This is an optimization exercise on Yosys and OpenROAD, whose aim is a short achievable clock period and few clock cycles per item, not a production implementation. At most, simulation tests tie the RTL to the original design; equivalence was not proved.

== branch lagoon ==
Design yuv_rgb_top, start of the top module:
module yuv_rgb_top (
	input  logic        Clock,
	input  logic        resetn,
	input  logic        in_valid,
	input  logic [15:0] in_word,
	output logic        in_credit,
	output logic        out_valid,
	output logic [23:0] out_pixel,
	input  logic        out_credit
);
	logic        r_valid;
	logic [15:0] r_word;
	logic        x_valid;
	logic [47:0] x_u, x_v;
	logic [15:0] x_y;
	logic        p_valid;
	logic [7:0]  p_y, p_u, p_v;
	logic        c_valid;
	logic [23:0] c_pixel;
	logic        slot_free;
	input_fifo u_input_fifo (
		.Clock     (Clock),
		.resetn    (resetn),
		.in_valid  (in_valid),
		.in_word   (in_word),
		.in_credit (in_credit),
		.slot_free (slot_free),
		.r_valid   (r_valid),
		.r_word    (r_word)
	);
	pair_window u_pair_window (
		.Clock   (Clock),
		.resetn  (resetn),
		.r_valid (r_valid),
		.r_word  (r_word),
		.x_valid (x_valid),
		.x_u     (x_u),
		.x_v     (x_v),
		.x_y     (x_y)
	);
	chroma_fir u_chroma_fir (
		.Clock   (Clock),
		.resetn  (resetn),
		.x_valid (x_valid),
		.x_u     (x_u),
		.x_v     (x_v),
		.x_y     (x_y),
		.p_valid (p_valid),
		.p_y     (p_y),
		.p_u     (p_u),
		.p_v     (p_v)
	);
	color_matrix u_color_matrix (
		.Clock   (Clock),
		.resetn  (resetn),
		.p_valid (p_valid),
		.p_y     (p_y),
		.p_u     (p_u),
		.p_v     (p_v),
		.c_valid (c_valid),
		.c_pixel (c_pixel)
	);
	conv_ctrl u_conv_ctrl (
		.Clock      (Clock),
		.resetn     (resetn),
		.c_valid    (c_valid),
		.c_pixel    (c_pixel),
		.out_credit (out_credit),
		.out_valid  (out_valid),
		.out_pixel  (out_pixel),
		.slot_free  (slot_free)
	);
endmodule
Size: about 4600 cells after synthesis, roughly 1200 flip-flops.
==> module input_fifo, before the edit <==
module input_fifo (
	input  logic        Clock,
	input  logic        resetn,
	input  logic        in_valid,
	input  logic [15:0] in_word,
	output logic        in_credit,
	input  logic        slot_free,    
	output logic        r_valid,
	output logic [15:0] r_word
);
	localparam int DEPTH = yuv_rgb_pkg::OUT_DEPTH;
	localparam int CW = yuv_rgb_pkg::OUT_CNT_W;
	logic        g_chroma;   
	logic [7:0]  g_pair;     
	logic [CW-1:0] space;    
	logic [3:0]  need;
	logic        grant;
	always_comb begin
		need = 4'd0;
		if (g_chroma) begin
			if (g_pair == 8'(yuv_rgb_pkg::PAIRS_PER_ROW - 1))
				need = 4'd8;
			else if (g_pair >= 8'd3)
				need = 4'd2;
		end
	end
	assign grant = (space >= CW'(need));
	always_ff @(posedge Clock or negedge resetn) begin
		if (!resetn) begin
			r_valid <= 1'b0;
			in_credit <= 1'b0;
			g_chroma <= 1'b0;
			g_pair <= '0;
			space <= CW'(DEPTH);
		end else begin
			r_valid <= in_valid;
			in_credit <= grant;
			if (grant) begin
				g_chroma <= ~g_chroma;
				if (g_chroma)
					g_pair <= (g_pair == 8'(yuv_rgb_pkg::PAIRS_PER_ROW - 1)) ? 8'd0 : g_pair + 8'd1;
			end
			space <= space - (grant ? CW'(need) : CW'(0)) + CW'(slot_free);
		end
	end
	always_ff @(posedge Clock)
		r_word <= in_word;
endmodule
==> module pair_window, before the edit <==
module pair_window (
	input  logic        Clock,
	input  logic        resetn,
	input  logic        r_valid,
	input  logic [15:0] r_word,
	output logic        x_valid,
	output logic [47:0] x_u,      
	output logic [47:0] x_v,
	output logic [15:0] x_y
);
	logic        chroma;         
	logic [7:0]  pair;
	logic [47:0] win_u, win_v;
	logic [63:0] y_hist;         
	logic [47:0] nwin_u, nwin_v;
	logic [47:0] tail_u, tail_v;
	logic [47:0] tail_y;         
	logic [1:0]  tail_left;
	logic        tail_ph;
	logic        tail_issue;
	logic        c_word, row_first, row_last;
	assign c_word = r_valid & chroma;
	assign row_first = (pair == 8'd0);
	assign row_last = (pair == 8'(yuv_rgb_pkg::PAIRS_PER_ROW - 1));
	assign nwin_u = row_first ? {6{r_word[15:8]}} : {win_u[39:0], r_word[15:8]};
	assign nwin_v = row_first ? {6{r_word[7:0]}} : {win_v[39:0], r_word[7:0]};
	assign tail_issue = (tail_left != 2'd0) & tail_ph;
	always_ff @(posedge Clock or negedge resetn) begin
		if (!resetn) begin
			chroma <= 1'b0;
			pair <= '0;
			tail_left <= 2'd0;
			tail_ph <= 1'b0;
			x_valid <= 1'b0;
		end else begin
			if (r_valid) begin
				chroma <= ~chroma;
				if (chroma)
					pair <= row_last ? 8'd0 : pair + 8'd1;
			end
			if (c_word && row_last) begin
				tail_left <= 2'd3;
				tail_ph <= 1'b0;
			end else if (tail_left != 2'd0) begin
				tail_ph <= ~tail_ph;
				if (tail_ph)
					tail_left <= tail_left - 2'd1;
			end
			x_valid <= (c_word && pair >= 8'd3) || tail_issue;
		end
	end
	always_ff @(posedge Clock) begin
		if (r_valid && !chroma)
			y_hist <= {y_hist[47:0], r_word};
		if (c_word) begin
			win_u <= nwin_u;
			win_v <= nwin_v;
		end
		if (c_word && row_last) begin
			tail_u <= nwin_u;
			tail_v <= nwin_v;
			tail_y <= y_hist[47:0];
		end else if (tail_issue) begin
			tail_u <= {tail_u[39:0], tail_u[7:0]};
			tail_v <= {tail_v[39:0], tail_v[7:0]};
			tail_y <= {tail_y[31:0], 16'h0};
		end
		if (tail_issue) begin
			x_u <= {tail_u[39:0], tail_u[7:0]};
			x_v <= {tail_v[39:0], tail_v[7:0]};
			x_y <= tail_y[47:32];
		end else begin
			x_u <= nwin_u;
			x_v <= nwin_v;
			x_y <= y_hist[63:48];
		end
	end
endmodule
export LEC_CHECK = 0
export CAP_MARGIN = 20
export CORE_MARGIN = 2
export CORE_UTILIZATION = 40
export CTS_CLUSTER_DIAMETER = 80
export CTS_CLUSTER_SIZE = 30
export SLEW_MARGIN = 20
create_clock -name core_clock -period 12.0 [get_ports {Clock}]
standard.sh (not shown) runs the stock make flow with config.mk's settings and CLKGATE_MAP_FILE= SYNTH_SCRIPT=/design/flow/synth_recipe.tcl, a recipe that flattens the netlist after the stock synthesis.
==> flow/flow/run.sh <==
#!/bin/bash
set -euo pipefail
bash standard.sh SETUP_SLACK_MARGIN=9 finish > flow_make.log 2>&1
--- input diff branch lagoon..branch willow ---
--- a/flow/design.v
+++ b/flow/design.v
@@ -1,6 +1,6 @@
 package yuv_rgb_pkg;
 	localparam int PAIRS_PER_ROW = 160;
-	localparam int OUT_DEPTH = 8;
+	localparam int OUT_DEPTH = 19;
 	localparam int OUT_PTR_W = $clog2(OUT_DEPTH);
 	localparam int OUT_CNT_W = $clog2(OUT_DEPTH + 1);
 	localparam int COEF_Y = 76284;
@@ -29,6 +29,7 @@
 	logic [CW-1:0] space;    
 	logic [3:0]  need;
 	logic        grant;
+	logic        started;    
 	always_comb begin
 		need = 4'd0;
 		if (g_chroma) begin
@@ -38,17 +39,17 @@
 				need = 4'd2;
 		end
 	end
-	assign grant = (space >= CW'(need));
+	assign grant = started & (space >= CW'(need));
 	always_ff @(posedge Clock or negedge resetn) begin
 		if (!resetn) begin
 			r_valid <= 1'b0;
-			in_credit <= 1'b0;
+			started <= 1'b0;
 			g_chroma <= 1'b0;
 			g_pair <= '0;
 			space <= CW'(DEPTH);
 		end else begin
 			r_valid <= in_valid;
-			in_credit <= grant;
+			started <= 1'b1;
 			if (grant) begin
 				g_chroma <= ~g_chroma;
 				if (g_chroma)
@@ -57,8 +58,10 @@
 			space <= space - (grant ? CW'(need) : CW'(0)) + CW'(slot_free);
 		end
 	end
-	always_ff @(posedge Clock)
+	always_ff @(posedge Clock) begin
 		r_word <= in_word;
+		in_credit <= grant;
+	end
 endmodule
 module conv_ctrl (
 	input  logic        Clock,
@@ -111,7 +114,7 @@
 	input  logic        resetn,
 	input  logic        r_valid,
 	input  logic [15:0] r_word,
-	output logic        x_valid,
+	output logic        x_valid,  
 	output logic [47:0] x_u,      
 	output logic [47:0] x_v,
 	output logic [15:0] x_y
@@ -139,7 +142,6 @@
 			pair <= '0;
 			tail_left <= 2'd0;
 			tail_ph <= 1'b0;
-			x_valid <= 1'b0;
 		end else begin
 			if (r_valid) begin
 				chroma <= ~chroma;
@@ -154,7 +156,6 @@
 				if (tail_ph)
 					tail_left <= tail_left - 2'd1;
 			end
-			x_valid <= (c_word && pair >= 8'd3) || tail_issue;
 		end
 	end
 	always_ff @(posedge Clock) begin
@@ -173,16 +174,11 @@
 			tail_v <= {tail_v[39:0], tail_v[7:0]};
 			tail_y <= {tail_y[31:0], 16'h0};
 		end
-		if (tail_issue) begin
-			x_u <= {tail_u[39:0], tail_u[7:0]};
-			x_v <= {tail_v[39:0], tail_v[7:0]};
-			x_y <= tail_y[47:32];
-		end else begin
-			x_u <= nwin_u;
-			x_v <= nwin_v;
-			x_y <= y_hist[63:48];
-		end
 	end
+	assign x_valid = (c_word && pair >= 8'd3) || tail_issue;
+	assign x_u = tail_issue ? {tail_u[39:0], tail_u[7:0]} : nwin_u;
+	assign x_v = tail_issue ? {tail_v[39:0], tail_v[7:0]} : nwin_v;
+	assign x_y = tail_issue ? tail_y[47:32] : y_hist[63:48];
 endmodule
 module chroma_fir (
 	input  logic        Clock,
[summary]
- Of the two values seen for most common cell after layout, fill and taps aside, sky130_fd_sc_hd__dfxtp_1 was produced by branch lagoon and sky130_fd_sc_hd__edfxtp_1 by branch willow.
- As far as initial standard-cell utilization of the core is concerned, branch lagoon and branch willow perform about the same.
- On maximum clock path buffer count, branch willow tracks branch lagoon almost exactly.
- Final period demand of the worst path (higher): branch willow
Testbench counts of branch willow, summed over its fixed seeds: cycles 20,616, items 20,480.
The RTL of branch lagoon was laid out without a check of its function.

## what the ideal ports hide
The flow's constraints put no driver on any port. The routed layouts listed below were extracted and timed again, unchanged, in two steps.
Step 1: set_driving_cell puts a clkbuf_16 on Clock and a buf_2 on each other input, an assumption about the parent block.
Step 2 moves the port delays by t, midway between the first and last clock arrival at a register: inputs arrive t later, outputs are due t later. That takes back most of the time a late clock gives input paths.
Three values: ideal, step 1, step 2; two values: the first two.
run	t (ns)	slack for setup (ns)	worst slew at a driven data input, ns
branch lagoon	0.768	8.421 / 8.352 / 8.805	0.04
branch willow	0.776	8.329 / 8.255 / 8.722	0.04
After both steps setup and hold are still met in every run listed.
